This design comes from an exercise in tuning for small area and a short achievable clock period on the open sky130 flow, not from production work.
RTL that was checked went through simulation tests only; none was proved equivalent to the original.
Power is estimated from default activity; no workload was simulated.

== P ==
## mfb_frame_gen_top
module mfb_frame_gen_top (
    input  logic          CLK,
    input  logic          RESET,
    input  logic          START,
    input  logic [31:0]   FRAMES,
    input  logic [15:0]   LEN_MIN,
    input  logic [15:0]   LEN_MAX,
    output logic          BUSY,
    output logic          DONE,
    output logic [31:0]   SENT_CNT,
    output logic [1023:0] TX_DATA,
    output logic [5:0]    TX_SOF_POS,
    output logic [11:0]   TX_EOF_POS,
    output logic [1:0]    TX_SOF,
    output logic [1:0]    TX_EOF,
    output logic          TX_SRC_RDY,
    input  logic          TX_DST_RDY
);
Size: ~2900 cells after synthesis, ~0.025 mm² of cells after synthesis.
export LEC_CHECK = 0
export ABC_CLOCK_PERIOD_IN_PS = 3000
export CAP_MARGIN = 20
export CORE_AREA = 4 4 326 326
export DIE_AREA = 0 0 330 330
export SLEW_MARGIN = 20
create_clock -name core_clock -period 12.0 [get_ports {CLK}]
standard.sh (not shown) runs the stock make flow with config.mk's settings and CLKGATE_MAP_FILE= SYNTH_SCRIPT=/design/flow/synth_recipe.tcl, a recipe that flattens the netlist after the stock synthesis.
==> flow/flow/run.sh <==
#!/bin/bash
# The standard ORFS layout (standard.sh, with the standard synthesis), with
#  - the smallest buffer on the ports,
#  - the TX_DATA pins that one register or gate drives placed side by side
#    (place_pins -group_pins), so that those nets stay short, and
set -euo pipefail

# Item i of region r is TX_DATA[(r*64+i)*8 +: 8]. Bit b < 3 of an item comes
# from a register (or its complement) shared by the items with the same
# i mod 2^b; bit 3 is shared by the items with the same i mod 16 (as i/8 mod
# 2, i mod 8) and bit 4 by those with the same i mod 32; only the groups for bits 0-2 are made here.
groups=""
group() {  # $1: bit, $2: modulus; one group per residue
    local r=$3 b=$1 n=$2 g i k list
    for ((g = 0; g < n; g++)); do
        list=""
        k=0
        for ((i = g; i < 64; i += n)); do
            list+=" TX_DATA[$(( (r * 64 + i) * 8 + b ))]"
            # at most 16 pins a group, which place_pins can always fit
            if (( ++k == 16 )); then
                groups+=" -group_pins {${list# }}"
                list=""
                k=0
            fi
        done
        if [[ -n $list ]]; then groups+=" -group_pins {${list# }}"; fi
    done
}
for r in 0 1; do
    group 0 1 $r
    group 1 2 $r
    group 2 4 $r
    :
    :
done

bash standard.sh \
  "BUFFER_PORTS_ARGS=-buffer_cell sky130_fd_sc_hd__buf_1" \
  "PLACE_PINS_ARGS=${groups# }" \
  SETUP_SLACK_MARGIN=7.9 \
  finish > make.log 2>&1
P: all stages complete, timing, DRC and antenna checks passed
Input changes introduced in Q (baseline for comparison: P):
diff --git a/flow/flow/run.sh b/flow/flow/run.sh
--- a/flow/flow/run.sh
+++ b/flow/flow/run.sh
@@ -40,3 +40,3 @@
   "PLACE_PINS_ARGS=${groups# }" \
-  SETUP_SLACK_MARGIN=7.9 \
+  SETUP_SLACK_MARGIN=7.3 \
   finish > make.log 2>&1
==> results.txt <==
- Relative to P, fraction of area in registers has gone up in Q.
- Going from P to Q, the cell area was found to have gone down by 26%.
- Summary of Q over P: part of the total power dissipated in sequential elements has increased, part of the total power dissipated in combinational logic went down 6.1 points, maximum operating frequency now smaller.
The inputs of R differ from those of Q as listed below.
# Q
export LEC_CHECK = 0
export ABC_CLOCK_PERIOD_IN_PS = 3000
export CAP_MARGIN = 20
export CORE_AREA = 4 4 326 326
export DIE_AREA = 0 0 330 330
export SLEW_MARGIN = 20
create_clock -name core_clock -period 12.0 [get_ports {CLK}]
# R
export LEC_CHECK = 0
export ABC_CLOCK_PERIOD_IN_PS = 3000
export CAP_MARGIN = 20
export CORE_AREA = 4 4 314 314
export DIE_AREA = 0 0 318 318
export SLEW_MARGIN = 20
create_clock -name core_clock -period 12.0 [get_ports {CLK}]
diff --git a/flow/flow/run.sh b/flow/flow/run.sh
--- a/flow/flow/run.sh
+++ b/flow/flow/run.sh
@@ -40,3 +40,3 @@
   "PLACE_PINS_ARGS=${groups# }" \
-  SETUP_SLACK_MARGIN=7.3 \
+  SETUP_SLACK_MARGIN=7.5 \
   finish > make.log 2>&1
### Flow results
- Flow for R halted at I/O pin placement (3_2_place_iop), error code PPL-0024.
- Diff Q -> R: number of flops mapped to enable cells by yosys held; count of state elements after synthesis held steady.
- Diff Q -> R: placement row count decreased by about 3.4% relative to the old numbers; horizontal die dimension -about 3.6%; initial core utilization picked up an extra 1.8 points.
Modified inputs, S compared to R
# R
export LEC_CHECK = 0
export ABC_CLOCK_PERIOD_IN_PS = 3000
export CAP_MARGIN = 20
export CORE_AREA = 4 4 314 314
export DIE_AREA = 0 0 318 318
export SLEW_MARGIN = 20
create_clock -name core_clock -period 12.0 [get_ports {CLK}]
# S
export LEC_CHECK = 0
export ABC_CLOCK_PERIOD_IN_PS = 3000
export CAP_MARGIN = 20
export CORE_AREA = 4 4 326 326
export DIE_AREA = 0 0 330 330
export SLEW_MARGIN = 20
create_clock -name core_clock -period 12.0 [get_ports {CLK}]
Findings:
S has completed all stages; timing, DRC and antenna checks passed. Comparing R against S, there is no change at all in portion of the post-synthesis area used by sequential elements. Diff R -> S: placement row count now larger, overall die width now larger, synthesized cell count comparable. Diff R -> S: initial core utilization went down 1.8 points; vertical extent of the die now larger; post-synthesis register bit count barely changed; share of synthesized area spent on multiplexers saw little to no change. Any difference in post-synthesis async set-or-reset flop share between S and R is small enough to ignore.
Relative to S, the following input files were edited for T:
# S
export LEC_CHECK = 0
export ABC_CLOCK_PERIOD_IN_PS = 3000
export CAP_MARGIN = 20
export CORE_AREA = 4 4 326 326
export DIE_AREA = 0 0 330 330
export SLEW_MARGIN = 20
create_clock -name core_clock -period 12.0 [get_ports {CLK}]
# T
export LEC_CHECK = 0
export ABC_CLOCK_PERIOD_IN_PS = 3000
export CAP_MARGIN = 20
export CORE_AREA = 4 4 341 341
export DIE_AREA = 0 0 345 345
export SLEW_MARGIN = 20
create_clock -name core_clock -period 12.0 [get_ports {CLK}]
[summary]
- Going from S to T, area taken by flip-flops and latches has remained practically unchanged; number of register bits inferred by synthesis has remained practically unchanged; die area has increased; routed wire length has increased.
- The total power of the final layout of S and that of T are within noise of each other.
- Fraction of area in registers, S and T: higher on S
- Changes observed in T relative to S: depth of the critical timing path with buffers and inverters included went up, part of the total power dissipated in combinational logic went up.

---

mfb_frame_gen_top, a different RTL version from the one above (not shown whole).
Size in the first run: ~2900 cells after synthesis, about 24000 µm² of cells after synthesis.
clock: 12.0 ns
lec_check: 0
abc_clock_period_in_ps: 4000
cap_margin: 20
core_area: 5 5 245 245
die_area: 0 0 250 250
setup_slack_margin: 5
slew_margin: 20
run.sh (not shown) runs the stock make flow with config.mk's settings and CLKGATE_MAP_FILE= SYNTH_SCRIPT=/design/flow/synth_recipe.tcl, a recipe that flattens the netlist after the stock synthesis.
Stock flow here: none of the scripts above is used.
The baseline aborted during I/O pin placement with PPL-0024.
Then changed:
- ABC_CLOCK_PERIOD_IN_PS: 4000 -> 6000
- CORE_AREA: 5 5 245 245 -> 5 5 415 415
- DIE_AREA: 0 0 250 250 -> 0 0 420 420
- SETUP_SLACK_MARGIN: 5 -> unset
After rerunning:
- With this change the flow finished with timing, DRC and antenna clean
- area after synthesis stays the same
- synthesized cell count does not change
Then changed:
- ABC_CLOCK_PERIOD_IN_PS: 6000 -> 4000
- CORE_AREA: 5 5 415 415 -> 4 4 396 396
- DIE_AREA: 0 0 420 420 -> 0 0 400 400
- SETUP_SLACK_MARGIN: unset -> 5
- via count increases by 0.45%
- total power rises by 1.1%
- final cell count goes down by 2.7%
- final area stays flat
Then changed:
==> flow/flow/run.sh (new file) <==
#!/bin/bash
set -euo pipefail
bash standard.sh \
  "BUFFER_PORTS_ARGS=-buffer_cell sky130_fd_sc_hd__buf_1" \
  SETUP_SLACK_MARGIN=8 \
  finish > make.log 2>&1
==> flow/standard.sh (new file) <==
#!/bin/bash
# synth_recipe.tcl (not shown) runs the flow's synth.tcl, then flattens the netlist and writes it again
# the make line also repeats each setting of config.mk as NAME=value (left out here)
make -C /OpenROAD-flow-scripts/flow DESIGN_CONFIG=/design/flow/config.mk WORK_HOME=/design/flow/orfs CLKGATE_MAP_FILE= SYNTH_SCRIPT=/design/flow/synth_recipe.tcl "${@:-finish}"
- CORE_AREA: 4 4 396 396 -> 5 5 245 245
- DIE_AREA: 0 0 400 400 -> 0 0 250 250
- SETUP_SLACK_MARGIN: 5 -> unset
removed: flow/run.sh
What happened: The changed run never finished: it broke off in I/O pin placement on PPL-0024; area after synthesis does not change; synthesized cell count stays the same.
Then changed:
- CORE_AREA: 5 5 245 245 -> 4 4 396 396
- DIE_AREA: 0 0 250 250 -> 0 0 400 400
Now the flow produced a clean layout; synthesized cell count does not change; area after synthesis does not change.

---

mfb_frame_gen_top, a different RTL version from the one above (not shown whole).
Size: roughly 1100 I/O pins, ~25000 um2 of cells after synthesis.
clock: 12.0 ns
lec_check: 0
abc_clock_period_in_ps: 3000
cap_margin: 20
core_area: 4 4 326 326
die_area: 0 0 330 330
slew_margin: 20
standard.sh (not shown) runs the stock make flow with config.mk's settings and CLKGATE_MAP_FILE= SYNTH_SCRIPT=/design/flow/synth_recipe.tcl, a recipe that flattens the netlist after the stock synthesis.
==> flow/flow/run.sh <==
#!/bin/bash
# The standard ORFS layout (standard.sh, with the standard synthesis), with
#  - the smallest buffer on the ports,
#  - the TX_DATA pins that one register or gate drives placed side by side
#    (place_pins -group_pins), so that those nets stay short, and
set -euo pipefail

# Item i of region r is TX_DATA[(r*64+i)*8 +: 8]. Bit b < 3 of an item comes
# from a register (or its complement) shared by the items with the same
# i mod 2^b; bit 3 is shared by the items with the same i mod 16 (as i/8 mod
# 2, i mod 8) and bit 4 by those with the same i mod 32; only the groups for bits 0-2 are made here.
groups=""
group() {  # $1: bit, $2: modulus; one group per residue
    local r=$3 b=$1 n=$2 g i k list
    for ((g = 0; g < n; g++)); do
        list=""
        k=0
        for ((i = g; i < 64; i += n)); do
            list+=" TX_DATA[$(( (r * 64 + i) * 8 + b ))]"
            # at most 16 pins a group, which place_pins can always fit
            if (( ++k == 16 )); then
                groups+=" -group_pins {${list# }}"
                list=""
                k=0
            fi
        done
        if [[ -n $list ]]; then groups+=" -group_pins {${list# }}"; fi
    done
}
for r in 0 1; do
    group 0 1 $r
    group 1 2 $r
    group 2 4 $r
    :
    :
done

bash standard.sh \
  "BUFFER_PORTS_ARGS=-buffer_cell sky130_fd_sc_hd__buf_1" \
  "PLACE_PINS_ARGS=${groups# }" \
  SETUP_SLACK_MARGIN=7.5 \
  finish > make.log 2>&1
Next try:
--- a/flow/flow/run.sh
+++ b/flow/flow/run.sh
@@ -39,4 +39,4 @@
   "BUFFER_PORTS_ARGS=-buffer_cell sky130_fd_sc_hd__buf_1" \
   "PLACE_PINS_ARGS=${groups# }" \
-  SETUP_SLACK_MARGIN=7.5 \
+  SETUP_SLACK_MARGIN=7.7 \
   finish > make.log 2>&1
Result: Sequential share of layout area shrinks by 1.7 points. Synthesized area does not change. Routed wire length grows by 2.1%. Setup slack degrades by 24 ps. Die area stays the same. Hold slack degrades by 11 ps. Via count grows by 1.7%. Register-to-register slack degrades by 20 ps.
No functional check of the RTL was part of any run of this note.

---

mfb_frame_gen_top with an RTL version that a note above also has.
Size: roughly 2,900 cells after synthesis, ~1,100 I/O pins, roughly 25,000 um2 of cells after synthesis.
==> flow/config.mk <==
export PLATFORM = sky130hd
export DESIGN_NAME = mfb_frame_gen_top
export DESIGN_NICKNAME = mfb_frame_gen_top
export VERILOG_FILES = /design/flow/design.v
export SDC_FILE = /design/flow/constraint.sdc
export NUM_CORES = 4
export LEC_CHECK = 0
export ABC_CLOCK_PERIOD_IN_PS = 3000
export CAP_MARGIN = 20
export CORE_AREA = 4 4 326 326
export DIE_AREA = 0 0 330 330
export SLEW_MARGIN = 20
==> flow/constraint.sdc <==
create_clock -name core_clock -period 12.0 [get_ports {CLK}]
set_input_delay 2.4000 -clock core_clock [delete_from_list [all_inputs] [get_ports {CLK}]]
set_output_delay 2.4000 -clock core_clock [all_outputs]
set_load 0.01 [all_outputs]
==> flow/flow/run.sh <==
#!/bin/bash
# The standard ORFS layout (standard.sh, with the standard synthesis), with
#  - the smallest buffer on the ports,
#  - the TX_DATA pins that one register or gate drives placed side by side
#    (place_pins -group_pins), so that those nets stay short, and
set -euo pipefail

# Item i of region r is TX_DATA[(r*64+i)*8 +: 8]. Bit b < 3 of an item comes
# from a register (or its complement) shared by the items with the same
# i mod 2^b; bit 3 is shared by the items with the same i mod 16 (as i/8 mod
# 2, i mod 8) and bit 4 by those with the same i mod 32; only the groups for bits 0-2 are made here.
groups=""
group() {  # $1: bit, $2: modulus; one group per residue
    local r=$3 b=$1 n=$2 g i k list
    for ((g = 0; g < n; g++)); do
        list=""
        k=0
        for ((i = g; i < 64; i += n)); do
            list+=" TX_DATA[$(( (r * 64 + i) * 8 + b ))]"
            # at most 16 pins a group, which place_pins can always fit
            if (( ++k == 16 )); then
                groups+=" -group_pins {${list# }}"
                list=""
                k=0
            fi
        done
        if [[ -n $list ]]; then groups+=" -group_pins {${list# }}"; fi
    done
}
for r in 0 1; do
    group 0 1 $r
    group 1 2 $r
    group 2 4 $r
    :
    :
done

bash standard.sh \
  "BUFFER_PORTS_ARGS=-buffer_cell sky130_fd_sc_hd__buf_1" \
  "PLACE_PINS_ARGS=${groups# }" \
  SETUP_SLACK_MARGIN=7.6 \
  finish > make.log 2>&1
The starting point passed the timing, design-rule and antenna checks.
Rerun with:
--- a/flow/flow/run.sh
+++ b/flow/flow/run.sh
@@ -40,3 +40,4 @@
   "PLACE_PINS_ARGS=${groups# }" \
-  SETUP_SLACK_MARGIN=7.6 \
+  SETUP_SLACK_MARGIN=7.5 \
+  SKIP_CTS_REPAIR_TIMING=1 \
   finish > make.log 2>&1
Outcome:
- cell area goes down by 3.5%
- core utilization is lower by 1.1 points
- count of clock-buffer cells in the layout is lower by 23
Rerun with:
--- a/flow/flow/run.sh
+++ b/flow/flow/run.sh
@@ -40,3 +40,3 @@
   "PLACE_PINS_ARGS=${groups# }" \
-  SETUP_SLACK_MARGIN=7.5 \
+  SETUP_SLACK_MARGIN=7.6 \
   SKIP_CTS_REPAIR_TIMING=1 \
Worst hold slack gets worse by 4.1 ps.
Setup slack gains 61 ps.
Global-route usage goes up by 0.44 points.
Final cell count climbs by 1.3%.
Clock power increases by about 10%.
Cell area went up by 3.1%.
Power came out higher by 4.7%.
Via count increases by 1.8%.
Rerun with:
--- a/flow/flow/run.sh
+++ b/flow/flow/run.sh
@@ -40,4 +40,3 @@
   "PLACE_PINS_ARGS=${groups# }" \
-  SETUP_SLACK_MARGIN=7.6 \
-  SKIP_CTS_REPAIR_TIMING=1 \
+  SETUP_SLACK_MARGIN=7.7 \
   finish > make.log 2>&1
Effect: Final area rises by a few percent. Wire length went down slightly. Sequential share of layout area came out lower by 0.78 points. Via count rose slightly. Non-clock buffer count goes up by 50. Count of clock-buffer cells in the layout went down by 20. Worst setup slack improved by 74 ps. Utilization increases by 1.0 points.

---

pepper:
mfb_frame_gen_top, a different RTL version from the one above (not shown whole).
Size: ~25,000 um2 of cells after synthesis.
==> flow/config.mk <==
export PLATFORM = sky130hd
export DESIGN_NAME = mfb_frame_gen_top
export DESIGN_NICKNAME = mfb_frame_gen_top
export VERILOG_FILES = /design/flow/design.v
export SDC_FILE = /design/flow/constraint.sdc
export NUM_CORES = 4
export LEC_CHECK = 0
export ABC_CLOCK_PERIOD_IN_PS = 3000
export CAP_MARGIN = 20
export CORE_AREA = 4 4 326 326
export DIE_AREA = 0 0 330 330
export SLEW_MARGIN = 20
==> flow/constraint.sdc <==
create_clock -name core_clock -period 12.0 [get_ports {CLK}]
set_input_delay 2.4000 -clock core_clock [delete_from_list [all_inputs] [get_ports {CLK}]]
set_output_delay 2.4000 -clock core_clock [all_outputs]
set_load 0.01 [all_outputs]
==> flow/flow/run.sh <==
#!/bin/bash
set -euo pipefail
bash standard.sh \
  "BUFFER_PORTS_ARGS=-buffer_cell sky130_fd_sc_hd__buf_1" \
  SETUP_SLACK_MARGIN=7.3 \
  finish > make.log 2>&1
pepper finished end to end and its layout was clean on timing, DRC and antenna.
Inputs modified between pepper and indigo:
# pepper
export LEC_CHECK = 0
export ABC_CLOCK_PERIOD_IN_PS = 3000
export CAP_MARGIN = 20
export CORE_AREA = 4 4 326 326
export DIE_AREA = 0 0 330 330
export SLEW_MARGIN = 20
create_clock -name core_clock -period 12.0 [get_ports {CLK}]
# indigo
export LEC_CHECK = 0
export ABC_CLOCK_PERIOD_IN_PS = 3000
export CAP_MARGIN = 20
export CORE_AREA = 4 4 326 326
export DIE_AREA = 0 0 330 330
export PLACE_DENSITY = 0.75
export SLEW_MARGIN = 20
create_clock -name core_clock -period 12.0 [get_ports {CLK}]
-- flow/flow/run.sh --
<<< pepper, line 5
  SETUP_SLACK_MARGIN=7.3 \
>>> indigo, line 5
  SETUP_SLACK_MARGIN=7.5 \
### Flow results
In summary, indigo completed successfully, with a layout that passed the timing, design-rule and antenna checks.
In indigo, area growth from synthesis to layout is higher than in pepper.
Going from pepper to indigo, power climbed about 9%; number of placed instances, taps included barely changed.
Comparing pepper and indigo, the lower clock period minus worst slack was measured on indigo.
Compared with pepper, in indigo routed wire length up 4.4%, power density relative to cell area shows a reduction of 0.74%.
Looking at met1 global-route usage, indigo sits above pepper.
indigo against pepper: portion of total power attributed to the clock network grew by 0.7 points, arrival time reported for the critical path endpoint shrank by 0.12 ns, slack of the critical path grew by 0.12 ns.
Inputs modified between indigo and yarrow:
# indigo
export LEC_CHECK = 0
export ABC_CLOCK_PERIOD_IN_PS = 3000
export CAP_MARGIN = 20
export CORE_AREA = 4 4 326 326
export DIE_AREA = 0 0 330 330
export PLACE_DENSITY = 0.75
export SLEW_MARGIN = 20
create_clock -name core_clock -period 12.0 [get_ports {CLK}]
# yarrow
export LEC_CHECK = 0
export ABC_CLOCK_PERIOD_IN_PS = 3000
export CAP_MARGIN = 20
export CORE_AREA = 4 4 326 326
export DIE_AREA = 0 0 330 330
export PLACE_DENSITY = 0.45
export SLEW_MARGIN = 20
create_clock -name core_clock -period 12.0 [get_ports {CLK}]
Notes after the runs:
- The flow did not stop early for yarrow: all stages ran, and the layout cleared the timing, design-rule and antenna checks.
- yarrow ends up with a area added between synthesis and finish that is 1.5 points lower than in indigo.
- yarrow ended up with a lower utilization of the core after routing than indigo did.
- Compared with indigo, in yarrow routed length per placed instance now sits lower, routing usage on met3 now sits lower, via count now sits lower.
Input changes introduced in tundra (baseline for comparison: yarrow):
# yarrow
export LEC_CHECK = 0
export ABC_CLOCK_PERIOD_IN_PS = 3000
export CAP_MARGIN = 20
export CORE_AREA = 4 4 326 326
export DIE_AREA = 0 0 330 330
export PLACE_DENSITY = 0.45
export SLEW_MARGIN = 20
create_clock -name core_clock -period 12.0 [get_ports {CLK}]
# tundra
export LEC_CHECK = 0
export ABC_CLOCK_PERIOD_IN_PS = 3000
export CAP_MARGIN = 20
export CORE_AREA = 4 4 326 326
export DIE_AREA = 0 0 330 330
export SLEW_MARGIN = 20
create_clock -name core_clock -period 12.0 [get_ports {CLK}]
==> comparison <==
Relative to yarrow, utilization has decreased by 0.96 points in tundra. On cell count, tundra and yarrow are neck and neck. Lower total buffers and inverters traversed by the critical path goes to tundra over yarrow. Worst setup slack after layout (lower): yarrow. Summary of tundra over yarrow: via count higher; critical path depth lower; total track usage higher.

port drivers added, routing unchanged:
In the flow no input, the clock included, has a driving cell. The finished layouts below were timed again as built, in two steps.
Step 1, drivers: a clkbuf_16 drives CLK and a buf_2 each remaining input, both assumed.
Step 2, shift: input delay + t, output delay - t, t = (earliest + latest rising clock arrival at the registers) / 2. This alone moves slack from input paths to output paths.
a / b / c = ideal ports / drivers / drivers and shift; a / b = the first two.
run	t, ns	setup slack, ns	hold slack, ns	pins driven straight from the clock port
P	0.649	7.523 / 7.461 / 7.179	0.506 / 0.506 / 0.506	1
Q	0.641	7.252 / 7.193 / 6.854	0.512 / 0.512 / 0.512	1
S	0.647	7.500 / 7.436 / 6.994	0.510 / 0.510 / 0.510	1
T	0.651	7.428 / 7.372 / 6.978	0.502 / 0.502 / 0.502	1
the second run of note 2	0.582	4.225 / 4.186 / 4.574	0.525 / 0.525 / 0.525	1
the third run of note 2	0.591	5.062 / 5.011 / 5.112	0.503 / 0.503 / 0.503	1
the fifth run of note 2	0.599	6.483 / 6.483 / 6.483	0.518 / 0.518 / 0.518	1
the first run of note 3	0.613	7.481 / 7.444 / 7.016	0.511 / 0.511 / 0.511	1
the second run of note 3	0.629	7.457 / 7.457 / 7.101	0.500 / 0.500 / 0.500	1
the first run of note 4	0.613	7.580 / 7.513 / 7.066	0.506 / 0.506 / 0.506	1
the second run of note 4	0.645	7.434 / 7.372 / 6.999	0.510 / 0.510 / 0.510	1
the third run of note 4	0.623	7.495 / 7.423 / 7.090	0.506 / 0.506 / 0.506	1
the fourth run of note 4	0.623	7.568 / 7.511 / 7.081	0.509 / 0.509 / 0.509	1
pepper	0.639	7.258 / 7.198 / 6.785	0.493 / 0.493 / 0.493	1
indigo	0.636	7.375 / 7.318 / 6.795	0.466 / 0.466 / 0.466	1
yarrow	0.649	7.198 / 7.137 / 6.743	0.486 / 0.486 / 0.486	1
tundra	0.649	7.346 / 7.284 / 6.814	0.508 / 0.508 / 0.508	1
After both steps setup and hold are still met in every run listed. The setup slack of indigo, which loses most, moves by -0.057 ns with the drivers and by -0.580 ns with both steps.
